This is an optimization exercise on Yosys and OpenROAD, whose aim is small area, a short achievable clock period and few clock cycles per item, not a production implementation.
Only simulation tests tie the RTL to the original design; equivalence was not proved.
Power and IR drop assume default switching activity.

==> build 37: inputs <==
## mac_ci
module mac_ci (
    input  logic        clk,
    input  logic        reset,
    input  logic        clk_en,
    input  logic        start,
    input  logic [2:0]  n,
    input  logic [31:0] dataa,
    input  logic [31:0] datab,
    output logic [31:0] result,
    output logic        done
);
Settings: LEC_CHECK=0, ABC_AREA=1, CAP_MARGIN=20, CORE_MARGIN=2, CORE_UTILIZATION=40, SETUP_SLACK_MARGIN=4.4, SLEW_MARGIN=20; clock period 10.0 ns.
standard.sh (not shown) runs the stock make flow with config.mk's settings and CLKGATE_MAP_FILE= SYNTH_SCRIPT=/design/flow/synth_recipe.tcl, a recipe that flattens the netlist after the stock synthesis.
==> flow/flow/run.sh <==
#!/bin/bash
# Standard synthesis, then an inverter clean-up around the full-adder cells (fixinv.py),
# then the standard layout from the cleaned netlist.
set -euo pipefail
R=orfs/results/sky130hd/mac_ci/base
bash standard.sh synth > synth_std.log 2>&1
cp $R/1_2_yosys.v $R/1_2_yosys_std.v
python3 flow/fixinv.py $R/1_2_yosys_std.v $R/1_2_yosys.v > fixinv.log 2>&1
rm -f $R/1_synth.odb $R/1_synth.sdc
bash standard.sh "BUFFER_PORTS_ARGS=-buffer_cell sky130_fd_sc_hd__buf_2" finish > finish.log 2>&1
Other scripts of this flow, unchanged in this note and not shown: flow/flow/fixinv.py
==> build 18: changes against build 37 <==
Settings changed: SETUP_SLACK_MARGIN 4.4 to 4.
==> summary of the runs <==
- In clock power, build 37 and build 18 hardly differ.
- Setup slack: build 37 is better than build 18 (0.31 ns).
- Build 37 completed without violations. Build 18 finished clean.
- Area after synthesis is the same in build 37 and build 18.
- In synthesized cell count, build 37 and build 18 do not differ.
Testbench counts of build 37, summed over its fixed seeds: cycles 9,658, ops 4,829.
Testbench counts of build 18, summed over its fixed seeds: cycles 9,658, ops 4,829.


==> 06-12: inputs <==
Another version of the RTL of mac_ci (not shown whole).
==> flow/config.mk <==
export PLATFORM = sky130hd
export DESIGN_NAME = mac_ci
export DESIGN_NICKNAME = mac_ci
export VERILOG_FILES = /design/flow/design.v
export SDC_FILE = /design/flow/constraint.sdc
export NUM_CORES = 4
export LEC_CHECK = 0
export ABC_AREA = 1
export CAP_MARGIN = 20
export CORE_MARGIN = 2
export CORE_UTILIZATION = 40
export SETUP_SLACK_MARGIN = 4.35
export SLEW_MARGIN = 20
==> flow/constraint.sdc <==
create_clock -name core_clock -period 10.0 [get_ports {clk}]
set_input_delay 2.0000 -clock core_clock [delete_from_list [all_inputs] [get_ports {clk}]]
set_output_delay 2.0000 -clock core_clock [all_outputs]
set_load 0.01 [all_outputs]
==> flow/flow/run.sh <==
#!/bin/bash
# Standard synthesis, then a clean-up of the combinational logic: inverter clean-up around
# the full-adder cells (fixinv.py) and a re-run of ABC with adders and registers kept
# (reabc.sh), twice; then the standard layout from the cleaned netlist.
set -euo pipefail
R=orfs/results/sky130hd/mac_ci/base
L=orfs/logs/sky130hd/mac_ci/base
bash standard.sh synth > synth_std.log 2>&1
cp $R/1_2_yosys.v $R/1_2_yosys_std.v
python3 flow/fixinv.py $R/1_2_yosys_std.v $R/1_2_fix1.v > fixinv1.log 2>&1
bash flow/reabc.sh $R/1_2_fix1.v $R/1_2_abc1.v $L/1_2_yosys.log > reabc1.log 2>&1
python3 flow/fixinv.py $R/1_2_abc1.v $R/1_2_fix2.v > fixinv2.log 2>&1
bash flow/reabc.sh $R/1_2_fix2.v $R/1_2_yosys.v $L/1_2_yosys.log > reabc2.log 2>&1
rm -f $R/1_synth.odb $R/1_synth.sdc
bash standard.sh "BUFFER_PORTS_ARGS=-buffer_cell sky130_fd_sc_hd__buf_2" finish > finish.log 2>&1
Other scripts of this flow, unchanged in this note and not shown: flow/flow/fixinv.py, flow/flow/reabc.sh
==> 12-11: changes against 06-12 <==
--- a/flow/config.mk
+++ b/flow/config.mk
@@ -11,3 +11,3 @@
 export CORE_UTILIZATION = 40
-export SETUP_SLACK_MARGIN = 4.35
+export SETUP_SLACK_MARGIN = 4.25
 export SLEW_MARGIN = 20
==> comparison table <==
| item | 06-12 | 12-11 |
|---|---|---|
| Status | finished clean | finished clean |
| Vias in the first global route | 24.1k | 24.2k |
| Total iterations of the first detailed-routing run | 6 | 5 |
| Fraction of final layout cells sized beyond drive strength 1 | 14.4% | 13.3% |
| Endpoint arrival time on the critical path | 6.06 ns | 6.07 ns |
| Crit path time final | 5.68 ns | 5.72 ns |
| Max layer used | met4 | met5 |
| Number of fill cells in the layout | 6686 | 6775 |
| Number of resized instances in the post-cts repair step | 132 | 115 |
| Non-clock inverter instance count of the final layout | 222 | 221 |
| Layout non-clock buf frac | 6.61% | 6.02% |
| Smallest setup slack after layout | 4.32 ns | 4.28 ns |
| Hold slack | 0.406 ns | 0.405 ns |
| Power per cell area | 305 nW/um^2 | 309 nW/um^2 |
| Clock network latency to the later pin of the worst-skew pair | 0.52 ns | 0.47 ns |
| Vias | 24.8k | 24.6k |
Testbench counts of 06-12, summed over its fixed seeds: cycles 9,658, ops 4,829.
Testbench counts of 12-11, summed over its fixed seeds: cycles 9,658, ops 4,829.

## separate check: timing with driven ports
Ports are ideal in the flow. The routed layouts listed here were re-timed in OpenROAD.
Step 1 (the two cells are an assumption about what drives the block):
set clk [get_ports {clk}]
set_driving_cell -lib_cell sky130_fd_sc_hd__clkbuf_16 $clk
set_driving_cell -lib_cell sky130_fd_sc_hd__buf_2 [delete_from_list [all_inputs] $clk]
Step 2 times the ports against the registers' clock, not the clock port: input delays grow and output delays shrink by t, the midpoint of the rising clock arrivals with the driver on.
Slacks: no drivers / after step 1 / after step 2; pairs: no drivers / after step 1.
run	t (ns)	slack for setup (ns)	slew at the worst register clock pin (ns)	cell pins on the clock port's net
build 37	0.651	4.345 / 4.279 / 3.831	0.07 / 0.07	1
build 18	0.642	4.040 / 4.034 / 3.440	0.07 / 0.07	1
06-12	0.570	4.320 / 4.281 / 3.711	0.08 / 0.08	1
12-11	0.527	4.281 / 4.261 / 3.734	0.08 / 0.08	1
After both steps every run listed still meets setup and hold. For 06-12, which loses most, drivers alone change the setup slack by -0.039 ns; drivers and shift together by -0.609 ns.
